This design comes from an exercise in tuning for small area on the open sky130 flow, not from production work.
In this exercise RTL edits were held to simulation tests only and were not proved equivalent to the original.
No activity file was given, so power comes from the tool's default toggle rates.

==> design/flow/design.v <==
`timescale 1ns/10ps
`default_nettype none
package fpu_ss_isa_pkg;
  localparam int unsigned XLEN     = 32;
  localparam int unsigned NUM_FPR  = 32;
  localparam int unsigned SIGN_BIT = 31;
  typedef logic [XLEN-1:0] word_t;
  typedef logic [4:0]      reg_addr_t;
  typedef logic [31:0]     instr_t;
  typedef logic [6:0] opcode_t;
  typedef logic [6:0] funct7_t;
  typedef logic [2:0] funct3_t;
  localparam opcode_t OPC_OP_FP    = 7'b1010011;
  localparam opcode_t OPC_LOAD_FP  = 7'b0000111;
  localparam opcode_t OPC_STORE_FP = 7'b0100111;
  localparam funct7_t F7_FSGNJ   = 7'b0010000;
  localparam funct7_t F7_FMV_X_W = 7'b1110000;
  localparam funct7_t F7_FMV_W_X = 7'b1111000;
  localparam funct3_t F3_SGNJ  = 3'b000;
  localparam funct3_t F3_SGNJN = 3'b001;
  localparam funct3_t F3_SGNJX = 3'b010;
  localparam funct3_t F3_MV    = 3'b000;
  localparam funct3_t F3_WORD  = 3'b010;
  localparam int unsigned NUM_OPS = 7;
  typedef enum logic [2:0] {
    OP_SGNJ,
    OP_SGNJN,
    OP_SGNJX,
    OP_MV_XW,
    OP_MV_WX,
    OP_LOAD,
    OP_STORE
  } fp_op_e;
endpackage
`default_nettype wire
`timescale 1ns/10ps
`default_nettype none
package fpu_ss_bus_pkg;
  localparam int unsigned ID_WIDTH = 4;
  typedef logic [ID_WIDTH-1:0] id_t;
  typedef struct packed {
    logic [31:0] instr;
    logic [31:0] rs1;
    logic [31:0] rs2;
    id_t         id;
  } issue_req_t;
  typedef struct packed {
    logic        accept;
    logic        writeback;
    logic        loadstore;
  } issue_resp_t;
  typedef struct packed {
    logic [31:0] addr;
    logic [31:0] wdata;
    logic        we;
    id_t         id;
  } mem_req_t;
  typedef struct packed {
    logic [31:0] rdata;
    id_t         id;
  } mem_result_t;
  typedef struct packed {
    logic [31:0] data;
    logic [4:0]  rd;
    id_t         id;
    logic        we;
  } result_t;
  typedef struct packed {
    logic        valid;
    logic [2:0]  op;
    logic [4:0]  rs1;
    logic [4:0]  rs2;
    logic [4:0]  rd;
    logic [31:0] offset;
    logic        rd_is_fp;
  } dec_op_t;
  typedef struct packed {
    logic        valid;
    id_t         id;
    logic [4:0]  rd;
    logic [31:0] data;
    logic        rd_is_fp;
  } ex_q_t;
  typedef struct packed {
    logic        we;
    logic [4:0]  waddr;
    logic [31:0] wdata;
  } fpr_wb_t;
endpackage
`default_nettype wire
`timescale 1ns/10ps
`default_nettype none
module fpu_ss_decoder (
  input  fpu_ss_isa_pkg::instr_t      instr_i,
  input  logic                        issue_valid_i,
  output fpu_ss_bus_pkg::dec_op_t     dec_o,
  output fpu_ss_bus_pkg::issue_resp_t resp_o
);
  fpu_ss_isa_pkg::opcode_t             opcode;
  fpu_ss_isa_pkg::funct7_t             funct7;
  fpu_ss_isa_pkg::funct3_t             funct3;
  fpu_ss_isa_pkg::reg_addr_t           rs2;
  logic                is_op_fp;
  logic                accept;
  logic [fpu_ss_isa_pkg::NUM_OPS-1:0]  match;
  fpu_ss_isa_pkg::fp_op_e              op_sel;
  fpu_ss_isa_pkg::word_t               imm_i;
  fpu_ss_isa_pkg::word_t               imm_s;
  assign opcode = instr_i[6:0];
  assign funct3 = instr_i[14:12];
  assign funct7 = instr_i[31:25];
  assign rs2    = instr_i[24:20];
  assign is_op_fp = (opcode == fpu_ss_isa_pkg::OPC_OP_FP);
  assign match[fpu_ss_isa_pkg::OP_SGNJ]  = is_op_fp && (funct7 == fpu_ss_isa_pkg::F7_FSGNJ) && (funct3 == fpu_ss_isa_pkg::F3_SGNJ);
  assign match[fpu_ss_isa_pkg::OP_SGNJN] = is_op_fp && (funct7 == fpu_ss_isa_pkg::F7_FSGNJ) && (funct3 == fpu_ss_isa_pkg::F3_SGNJN);
  assign match[fpu_ss_isa_pkg::OP_SGNJX] = is_op_fp && (funct7 == fpu_ss_isa_pkg::F7_FSGNJ) && (funct3 == fpu_ss_isa_pkg::F3_SGNJX);
  assign match[fpu_ss_isa_pkg::OP_MV_XW] = is_op_fp && (funct7 == fpu_ss_isa_pkg::F7_FMV_X_W) && (funct3 == fpu_ss_isa_pkg::F3_MV)
                           && (rs2 == '0);
  assign match[fpu_ss_isa_pkg::OP_MV_WX] = is_op_fp && (funct7 == fpu_ss_isa_pkg::F7_FMV_W_X) && (funct3 == fpu_ss_isa_pkg::F3_MV)
                           && (rs2 == '0);
  assign match[fpu_ss_isa_pkg::OP_LOAD]  = (opcode == fpu_ss_isa_pkg::OPC_LOAD_FP) && (funct3 == fpu_ss_isa_pkg::F3_WORD);
  assign match[fpu_ss_isa_pkg::OP_STORE] = (opcode == fpu_ss_isa_pkg::OPC_STORE_FP) && (funct3 == fpu_ss_isa_pkg::F3_WORD);
  assign accept = |match;
  assign imm_i = {{(fpu_ss_isa_pkg::XLEN-12){instr_i[31]}}, instr_i[31:20]};
  assign imm_s = {{(fpu_ss_isa_pkg::XLEN-12){instr_i[31]}}, instr_i[31:25], instr_i[11:7]};
  always_comb begin
    op_sel = fpu_ss_isa_pkg::OP_SGNJ;
    for (int i = 0; i < fpu_ss_isa_pkg::NUM_OPS; i++) begin
      if (match[i]) begin
        op_sel = fpu_ss_isa_pkg::fp_op_e'(i);
      end
    end
  end
  assign dec_o.valid    = issue_valid_i & accept;
  assign dec_o.op       = op_sel;
  assign dec_o.rs1      = instr_i[19:15];
  assign dec_o.rs2      = rs2;
  assign dec_o.rd       = instr_i[11:7];
  assign dec_o.offset   = match[fpu_ss_isa_pkg::OP_STORE] ? imm_s : imm_i;
  assign dec_o.rd_is_fp = match[fpu_ss_isa_pkg::OP_SGNJ] | match[fpu_ss_isa_pkg::OP_SGNJN] | match[fpu_ss_isa_pkg::OP_SGNJX]
                        | match[fpu_ss_isa_pkg::OP_MV_WX] | match[fpu_ss_isa_pkg::OP_LOAD];
  assign resp_o.accept    = accept;
  assign resp_o.writeback = match[fpu_ss_isa_pkg::OP_MV_XW];
  assign resp_o.loadstore = match[fpu_ss_isa_pkg::OP_LOAD] | match[fpu_ss_isa_pkg::OP_STORE];
endmodule
`default_nettype wire
`timescale 1ns/10ps
`default_nettype none
module fpu_ss_regfile (
  input  logic                      clk_i,
  input  logic                      rst_n_i,
  input  fpu_ss_isa_pkg::reg_addr_t raddr_a_i,
  input  fpu_ss_isa_pkg::reg_addr_t raddr_b_i,
  output fpu_ss_isa_pkg::word_t     rdata_a_o,
  output fpu_ss_isa_pkg::word_t     rdata_b_o,
  input  fpu_ss_bus_pkg::fpr_wb_t   wb_i
);
  fpu_ss_isa_pkg::word_t regs_q [fpu_ss_isa_pkg::NUM_FPR];
  always_ff @(posedge clk_i or negedge rst_n_i) begin
    if (!rst_n_i) begin
      for (int i = 0; i < fpu_ss_isa_pkg::NUM_FPR; i++) begin
        regs_q[i] <= '0;
      end
    end else if (wb_i.we) begin
      regs_q[wb_i.waddr] <= wb_i.wdata;
    end
  end
  assign rdata_a_o = regs_q[raddr_a_i];
  assign rdata_b_o = regs_q[raddr_b_i];
endmodule
`default_nettype wire
`timescale 1ns/10ps
`default_nettype none
module fpu_ss_execute (
  input  logic                       clk_i,
  input  logic                       rst_n_i,
  input  logic                       issue_valid_i,
  input  fpu_ss_bus_pkg::issue_req_t issue_req_i,
  input  fpu_ss_bus_pkg::dec_op_t    dec_i,
  input  logic                       stall_i,
  input  fpu_ss_bus_pkg::fpr_wb_t    wb_i,
  output logic                       issue_ready_o,
  output fpu_ss_bus_pkg::ex_q_t      ex_q_o,
  output logic                       mem_valid_o,
  input  logic                       mem_ready_i,
  output fpu_ss_bus_pkg::mem_req_t   mem_req_o
);
  fpu_ss_isa_pkg::word_t    fpr_a;
  fpu_ss_isa_pkg::word_t    fpr_b;
  fpu_ss_isa_pkg::word_t    op_a;
  fpu_ss_isa_pkg::word_t    op_b;
  fpu_ss_isa_pkg::word_t    ex_data;
  logic     issue_fire;
  logic     is_mem;
  logic     mem_start;
  fpu_ss_bus_pkg::ex_q_t    ex_q;
  logic     mem_valid_q;
  fpu_ss_bus_pkg::mem_req_t mem_req_q;
  assign issue_ready_o = ~stall_i & ~mem_valid_q;
  assign issue_fire    = issue_valid_i & issue_ready_o;
  assign is_mem        = (dec_i.op == fpu_ss_isa_pkg::OP_LOAD) || (dec_i.op == fpu_ss_isa_pkg::OP_STORE);
  assign mem_start     = issue_fire & dec_i.valid & is_mem;
  fpu_ss_regfile i_regfile (
    .clk_i     (clk_i),
    .rst_n_i   (rst_n_i),
    .raddr_a_i (dec_i.rs1),
    .raddr_b_i (dec_i.rs2),
    .rdata_a_o (fpr_a),
    .rdata_b_o (fpr_b),
    .wb_i      (wb_i)
  );
  always_comb begin
    op_a = fpr_a;
    op_b = fpr_b;
    if (ex_q.valid && ex_q.rd_is_fp && (ex_q.rd == dec_i.rs1)) begin
      op_a = ex_q.data;
    end
    if (ex_q.valid && ex_q.rd_is_fp && (ex_q.rd == dec_i.rs2)) begin
      op_b = ex_q.data;
    end
  end
  always_comb begin
    ex_data = op_a;
    case (dec_i.op)
      fpu_ss_isa_pkg::OP_SGNJ:  ex_data[fpu_ss_isa_pkg::SIGN_BIT] = op_b[fpu_ss_isa_pkg::SIGN_BIT];
      fpu_ss_isa_pkg::OP_SGNJN: ex_data[fpu_ss_isa_pkg::SIGN_BIT] = ~op_b[fpu_ss_isa_pkg::SIGN_BIT];
      fpu_ss_isa_pkg::OP_SGNJX: ex_data[fpu_ss_isa_pkg::SIGN_BIT] = op_a[fpu_ss_isa_pkg::SIGN_BIT] ^ op_b[fpu_ss_isa_pkg::SIGN_BIT];
      fpu_ss_isa_pkg::OP_MV_WX: ex_data = issue_req_i.rs1;
      default:  ex_data = op_a;
    endcase
  end
  always_ff @(posedge clk_i or negedge rst_n_i) begin
    if (!rst_n_i) begin
      ex_q <= '0;
    end else begin
      ex_q.valid <= issue_fire & dec_i.valid & ~is_mem;
      if (issue_fire) begin
        ex_q.id       <= issue_req_i.id;
        ex_q.rd       <= dec_i.rd;
        ex_q.data     <= ex_data;
        ex_q.rd_is_fp <= dec_i.rd_is_fp;
      end
    end
  end
  assign ex_q_o = ex_q;
  always_ff @(posedge clk_i or negedge rst_n_i) begin
    if (!rst_n_i) begin
      mem_valid_q <= 1'b0;
    end else if (mem_start) begin
      mem_valid_q <= 1'b1;
    end else if (mem_ready_i) begin
      mem_valid_q <= 1'b0;
    end
  end
  always_ff @(posedge clk_i) begin
    if (mem_start) begin
      mem_req_q.addr  <= issue_req_i.rs1 + dec_i.offset;
      mem_req_q.wdata <= op_b;
      mem_req_q.we    <= (dec_i.op == fpu_ss_isa_pkg::OP_STORE);
      mem_req_q.id    <= issue_req_i.id;
    end
  end
  assign mem_valid_o = mem_valid_q;
  assign mem_req_o   = mem_req_q;
endmodule
`default_nettype wire
`timescale 1ns/10ps
`default_nettype none
module fpu_ss_result (
  input  logic                        clk_i,
  input  logic                        rst_n_i,
  input  fpu_ss_bus_pkg::ex_q_t       ex_q_i,
  input  logic                        mem_fire_i,
  input  fpu_ss_bus_pkg::mem_req_t    mem_req_i,
  input  logic                        mem_result_valid_i,
  input  fpu_ss_bus_pkg::mem_result_t mem_result_i,
  input  logic                        result_ready_i,
  output logic                        result_valid_o,
  output fpu_ss_bus_pkg::result_t     result_o,
  output fpu_ss_bus_pkg::fpr_wb_t     wb_o,
  output logic                        stall_o
);
  logic      ex_int;
  fpu_ss_bus_pkg::result_t   ex_res;
  logic      hold_q;
  fpu_ss_bus_pkg::result_t   hold_res_q;
  logic      load_pend_q;
  fpu_ss_isa_pkg::reg_addr_t load_rd_q;
  assign ex_int = ex_q_i.valid & ~ex_q_i.rd_is_fp;
  assign ex_res.data = ex_q_i.data;
  assign ex_res.rd   = ex_q_i.rd;
  assign ex_res.id   = ex_q_i.id;
  assign ex_res.we   = 1'b1;
  always_ff @(posedge clk_i or negedge rst_n_i) begin
    if (!rst_n_i) begin
      hold_q <= 1'b0;
    end else begin
      hold_q <= result_valid_o & ~result_ready_i;
    end
  end
  always_ff @(posedge clk_i) begin
    if (ex_int && !hold_q) begin
      hold_res_q <= ex_res;
    end
  end
  assign result_valid_o = ex_int | hold_q;
  assign result_o       = hold_q ? hold_res_q : ex_res;
  always_ff @(posedge clk_i or negedge rst_n_i) begin
    if (!rst_n_i) begin
      load_pend_q <= 1'b0;
    end else if (mem_fire_i && !mem_req_i.we) begin
      load_pend_q <= 1'b1;
    end else if (mem_result_valid_i) begin
      load_pend_q <= 1'b0;
    end
  end
  always_ff @(posedge clk_i) begin
    if (mem_fire_i && !mem_req_i.we) begin
      load_rd_q <= ex_q_i.rd;
    end
  end
  assign stall_o = (result_valid_o & ~result_ready_i) | load_pend_q;
  always_comb begin
    wb_o.we    = ex_q_i.valid & ex_q_i.rd_is_fp;
    wb_o.waddr = ex_q_i.rd;
    wb_o.wdata = ex_q_i.data;
    if (mem_result_valid_i) begin
      wb_o.we    = 1'b1;
      wb_o.waddr = load_rd_q;
      wb_o.wdata = mem_result_i.rdata;
    end
  end
endmodule
`default_nettype wire
`timescale 1ns/10ps
`default_nettype none
module fpu_ss_top (
  input  logic        clk_i,
  input  logic        rst_n_i,
  input  logic        issue_valid_i,
  output logic        issue_ready_o,
  input  logic [31:0] issue_instr_i,
  input  logic [31:0] issue_rs1_i,
  input  logic [31:0] issue_rs2_i,
  input  logic [3:0]  issue_id_i,
  output logic        issue_accept_o,
  output logic        issue_writeback_o,
  output logic        issue_loadstore_o,
  output logic        mem_valid_o,
  input  logic        mem_ready_i,
  output logic [31:0] mem_addr_o,
  output logic [31:0] mem_wdata_o,
  output logic        mem_we_o,
  output logic [3:0]  mem_id_o,
  input  logic        mem_result_valid_i,
  input  logic [31:0] mem_result_rdata_i,
  input  logic [3:0]  mem_result_id_i,
  output logic        result_valid_o,
  input  logic        result_ready_i,
  output logic [31:0] result_data_o,
  output logic [4:0]  result_rd_o,
  output logic [3:0]  result_id_o,
  output logic        result_we_o
);
  fpu_ss_bus_pkg::issue_req_t  issue_req_i;
  fpu_ss_bus_pkg::issue_resp_t issue_resp_o;
  fpu_ss_bus_pkg::mem_req_t    mem_req_o;
  fpu_ss_bus_pkg::mem_result_t mem_result_i;
  fpu_ss_bus_pkg::result_t     result_o;
  assign issue_req_i.instr = issue_instr_i;
  assign issue_req_i.rs1   = issue_rs1_i;
  assign issue_req_i.rs2   = issue_rs2_i;
  assign issue_req_i.id    = issue_id_i;
  assign issue_accept_o    = issue_resp_o.accept;
  assign issue_writeback_o = issue_resp_o.writeback;
  assign issue_loadstore_o = issue_resp_o.loadstore;
  assign mem_addr_o  = mem_req_o.addr;
  assign mem_wdata_o = mem_req_o.wdata;
  assign mem_we_o    = mem_req_o.we;
  assign mem_id_o    = mem_req_o.id;
  assign mem_result_i.rdata = mem_result_rdata_i;
  assign mem_result_i.id    = mem_result_id_i;
  assign result_data_o = result_o.data;
  assign result_rd_o   = result_o.rd;
  assign result_id_o   = result_o.id;
  assign result_we_o   = result_o.we;
  fpu_ss_bus_pkg::dec_op_t dec_op;
  fpu_ss_bus_pkg::ex_q_t   ex_q;
  fpu_ss_bus_pkg::fpr_wb_t fpr_wb;
  logic    stall;
  logic    mem_fire;
  assign mem_fire = mem_valid_o & mem_ready_i;
  fpu_ss_decoder i_decoder (
    .instr_i       (issue_req_i.instr),
    .issue_valid_i (issue_valid_i),
    .dec_o         (dec_op),
    .resp_o        (issue_resp_o)
  );
  fpu_ss_execute i_execute (
    .clk_i         (clk_i),
    .rst_n_i       (rst_n_i),
    .issue_valid_i (issue_valid_i),
    .issue_req_i   (issue_req_i),
    .dec_i         (dec_op),
    .stall_i       (stall),
    .wb_i          (fpr_wb),
    .issue_ready_o (issue_ready_o),
    .ex_q_o        (ex_q),
    .mem_valid_o   (mem_valid_o),
    .mem_ready_i   (mem_ready_i),
    .mem_req_o     (mem_req_o)
  );
  fpu_ss_result i_result (
    .clk_i              (clk_i),
    .rst_n_i            (rst_n_i),
    .ex_q_i             (ex_q),
    .mem_fire_i         (mem_fire),
    .mem_req_i          (mem_req_o),
    .mem_result_valid_i (mem_result_valid_i),
    .mem_result_i       (mem_result_i),
    .result_ready_i     (result_ready_i),
    .result_valid_o     (result_valid_o),
    .result_o           (result_o),
    .wb_o               (fpr_wb),
    .stall_o            (stall)
  );
endmodule
`default_nettype wire
==> design/flow/run.sh <==
#!/bin/bash
# synth_recipe.tcl (not shown) runs the flow's synth.tcl, then flattens the netlist and writes it again
# the make line also repeats each setting of config.mk as NAME=value (left out here)
make -C /OpenROAD-flow-scripts/flow DESIGN_CONFIG=/design/flow/config.mk WORK_HOME=/design/flow/orfs CLKGATE_MAP_FILE= SYNTH_SCRIPT=/design/flow/synth_recipe.tcl finish
==> design/flow/config.mk <==
export PLATFORM = sky130hd
export DESIGN_NAME = fpu_ss_top
export DESIGN_NICKNAME = fpu_ss_top
export VERILOG_FILES = /design/flow/design.v
export SDC_FILE = /design/flow/constraint.sdc
export NUM_CORES = 4
export LEC_CHECK = 0
export CAP_MARGIN = 20
export CORE_MARGIN = 2
export CORE_UTILIZATION = 40
export SLEW_MARGIN = 20
==> design/flow/constraint.sdc <==
create_clock -name core_clock -period 6.0 [get_ports {clk_i}]
set_input_delay 1.2000 -clock core_clock [delete_from_list [all_inputs] [get_ports {clk_i}]]
set_output_delay 1.2000 -clock core_clock [all_outputs]
set_load 0.01 [all_outputs]
==> results.sh <==
export IMPL_outcome="complete, no violations"
export IMPL_drt_iter0_drc=9510
export IMPL_seq_area_frac_synth=0.538
export IMPL_cp_max_fo=6
export IMPL_multi_input_area_mm2=0.0247
export IMPL_setup_tns_ps=0
export IMPL_slew_headroom=0.135
export IMPL_portBuffers=221
export IMPL_finalSetupViolCount=0
export IMPL_total_power_mw=25.2
export IMPL_syn_inst=5857
export IMPL_drt_wirelength_per_cell_um=36.0
export IMPL_arrival_ps=5740
export IMPL_die_area_mm2=0.144
export IMPL_clkTransAtPathRegs_ps=60
export IMPL_antenna_found_initial=12
export IMPL_fp_dieW_um=379
export IMPL_pwr_share_clk=0.348
export IMPL_period_share=0.865
export IMPL_peakVddDrop_uv=287
export IMPL_r2r_start="i_execute.ex_q[37]$_DFFE_PN0P_"
export IMPL_final_nets=6117
export IMPL_power_internal_mw=17.1
export IMPL_grt_pass1_wl_um=396000
export IMPL_cts_num_sinks=1185
export IMPL_start_util=0.403
export IMPL_rsz0062_at_grt="false"
export IMPL_clockBufferDepth=3
export IMPL_grt_ovfl_total=0
export IMPL_cp_end_kind="flip-flop"
export IMPL_area_growth_pct=19.4
export IMPL_post_cts_resized=0
export IMPL_synth_top_area_cell="dfrtp_1"
export IMPL_first_pass_iters=10
export IMPL_cts_root_buffer="clkbuf_16"
export IMPL_dpl_hpwl_um=171000
export IMPL_cts_tree="built"
export IMPL_slowest_stage="clkdlybuf4s50_1"
export IMPL_avgSynthCellArea_um2=9.60
export IMPL_hold_path_class="input port to asynchronous set/reset pin"
export IMPL_grt_usage=0.392
export IMPL_crit_chain="clkdlybuf4s50_1 > nor4bb_1 > nand4_1 > inv_1 > nand2_1 > mux2_2 > ha_1 > inv_1 > fa_1 > nor2b_1 > o2111ai_1 > a21boi_1 > o31ai_1 > buf_4 > o2111ai_1 > a2111oi_1 > o31ai_1 > a21oi_1 > xnor2_1"
export IMPL_synth_most_common_cell="nor2_1"
export IMPL_grt_met1_usage=0.491
export IMPL_max_stage_delay_ps=540
export IMPL_worst_pin_slew_ps=1290
export IMPL_clk_latency_ps=830
export IMPL_grt_pass1_vias=51056
export IMPL_grt_max_degree=150
export IMPL_switching_power_mw=8.16
export IMPL_synth_top_area_frac=0.476
export IMPL_postLayoutSetupSlackWorst_ps=810
export IMPL_viasPerCell=6.93
export IMPL_synth_nets=6031
export IMPL_wl_um=286000
export IMPL_fmax_mhz=193
export IMPL_async_flop_share=0.903
export IMPL_maxSlewViolCount=0
export IMPL_power_frac_comb=0.172
export IMPL_grt_busiest_layer="met2"
export IMPL_path_class="input port to flip-flop"
export IMPL_power_per_cell_area_mw_per_mm2=376
export IMPL_synth_warnings=5
export IMPL_drc=0
export IMPL_fill_cells=12987
export IMPL_place_ws_ps=97.6
export IMPL_maxCapViolCount=0
export IMPL_numCtsBuffers=130
export IMPL_pwr_share_seq=0.480
export IMPL_core_rowCount=137
export IMPL_hold_viol=0
export IMPL_power_leakage_nw=26.8
export IMPL_ys_types=74
export IMPL_coreArea_mm2=0.140
export IMPL_synth_top_cells_by_count="nor2_1, a21oi_1, dfrtp_1, a22oi_1, clkbuf_1"
export IMPL_io_pins=259
export IMPL_synthTopCellsByArea="dfrtp_1, a21oi_1, nor2_1, a22oi_1, edfxtp_1"
export IMPL_critPathLaunchType="input port"
export IMPL_switching_share=0.323
export IMPL_ys_ff_latch=1185
export IMPL_die_h_um=379
export IMPL_gp_congestion=0.998
export IMPL_postRouteAntennaNets=0
export IMPL_synth_area_mm2=0.0562
export IMPL_seq_area_mm2=0.0302
export IMPL_htreeDepth=4
export IMPL_gr_usage_met2=0.543
export IMPL_crit_path_start="issue_instr_i[0]"
export IMPL_grt_util_met3=0.187
export IMPL_cts_hold_buf=0
export IMPL_post_cts_buffers=0
export IMPL_crit_required_ps=6550
export IMPL_vias=55034
export IMPL_synth_main_ff_cell="dfrtp_1"
export IMPL_fin_skew_ps=43.2
export IMPL_fin_crit_ps=5190
export IMPL_synth_edf_count=115
export IMPL_drive_gt1_frac=0.118
==> cell type report <==
cell class,count,share of cell area
multi-input cells,4104,0.368
inverters,30,0.00168
flip-flops and latches,1185,0.450
repair buffers,492,0.0755
diodes,20,0.000746
clock inverters,52,0.0109
clock buffers,185,0.0578
well taps,1876,0.0350
==> per-stage QoR <==
| step | cell area (um^2) | utilization | hold WS (ps) | instances |
|---|---|---|---|---|
| 2_1_floorplan | 56200 | - | 437 | 5857 |
| 6_report | 67100 | 0.481 | 457 | 7944 |
| 4_1_cts | 66900 | 0.479 | 474 | 7916 |
| 5_1_grt | 67100 | 0.481 | 485 | 7925 |
| 3_3_place_gp | 62200 | 0.446 | 449 | 7678 |
| 3_5_place_dp | 62300 | 0.446 | 460 | 7679 |
==> worst max-delay path, delay by kind of cell <==
family                   cells  cell delay (ps)
AO/OA/AOI/OAI                7             1770
XOR/XNOR                     1               90
adder cells (fa/ha/maj)      2              420
buffers and inverters        4             1010
multiplexers                 1              320
AND/OR/NAND/NOR              4              910
==> sequential cells by signal (all words and copies together) (netlist names) <==
signal and count:
i_execute.ex_q 43, i_execute.i_regfile.regs_q 1024, i_execute.mem_req_q 69, i_execute.mem_valid_q 1, i_result.hold_q 1, i_result.hold_res_q 41, i_result.load_pend_q 1, i_result.load_rd_q 5
==> logic make-up after synthesis <==
kind of cell	count (synthesis)	synth area share
mux	120	0.0234
other cells	1	0.0000667
compound gates	2242	0.259
flops	1185	0.538
xor+xnor	37	0.00576
buf+inv	568	0.0396
fa+ha+maj	32	0.00726
simple gates	1672	0.127
==> worst paths after layout <==
kind	end	slack (ps)	cells past startpoint
setup / recovery	i_execute.mem_req_q[67]$_DFFE_PP_	810	19
hold / removal	i_execute.i_regfile.regs_q[7][27]$_DFFE_PN0P_	460	1
setup reg to reg	i_execute.i_regfile.regs_q[26][18]$_DFFE_PN0P_	2670	7
hold reg to reg	i_result.hold_res_q[2]$_DFFE_PP_	470	0
max in group asynchronous	i_execute.i_regfile.regs_q[3][9]$_DFFE_PN0P_	4050	2
min in group core_clock	i_result.hold_res_q[2]$_DFFE_PP_	470	0
==> routing by layer <==
metal,up-vias,wire length [um]
li1,21834,-
met1,26520,101000
met2,5165,114000
met3,1503,47800
met4,12,22200
met5,-,152
==> layout by cell type (no fill, tap or decap), drive strengths merged, types with 36 or more instances in the layout <==
cell and count:
clkdlybuf4s50 219, buf 273, nor3 57, nand3 93, a221oi 228, nand2 84
nor2 1212, mux2i 36, dfrtp 1070, a22o 226, a21oi 1160, a22oi 488
mux2 83, clkbuf 185, edfxtp 115, nand4 108
==> power groups by stage <==
| stage | clock network (mW) | logic, mW | registers (mW) |
|---|---|---|---|
| 2_1_floorplan | 0 | 2.80 | 11.4 |
| 3_3_place_gp | 0 | 4.02 | 12.1 |
| 3_5_place_dp | 0 | 4.16 | 12.1 |
| 4_1_cts | 8.75 | 4.18 | 12.0 |
| 5_1_grt | 9.07 | 4.76 | 12.3 |
| 6_report | 8.77 | 4.34 | 12.1 |

[separate check: timing with driven ports]
The flow's constraints put no driver on any port. The routed layout listed below was extracted and timed again, unchanged, in two steps. Step 1: set_driving_cell puts a clkbuf_16 on clk_i and a buf_2 on each other input, an assumption about the parent block. Step 2, shift: input delay + t, output delay - t, t = (earliest + latest rising clock arrival at the registers) / 2. This alone moves slack from input paths to output paths. a / b / c = ideal ports / drivers / drivers and shift; a / b = the first two.
t (ns): 0.885
setup WS [ns]: 0.810 / 0.810 / -0.024
worst register clock-pin slew, ns: 0.07 / 0.07
With both steps, setup timing fails in this run, where it was met with ideal ports. The setup slack of this run moves by 0.000 ns with the drivers and by -0.834 ns with both steps.
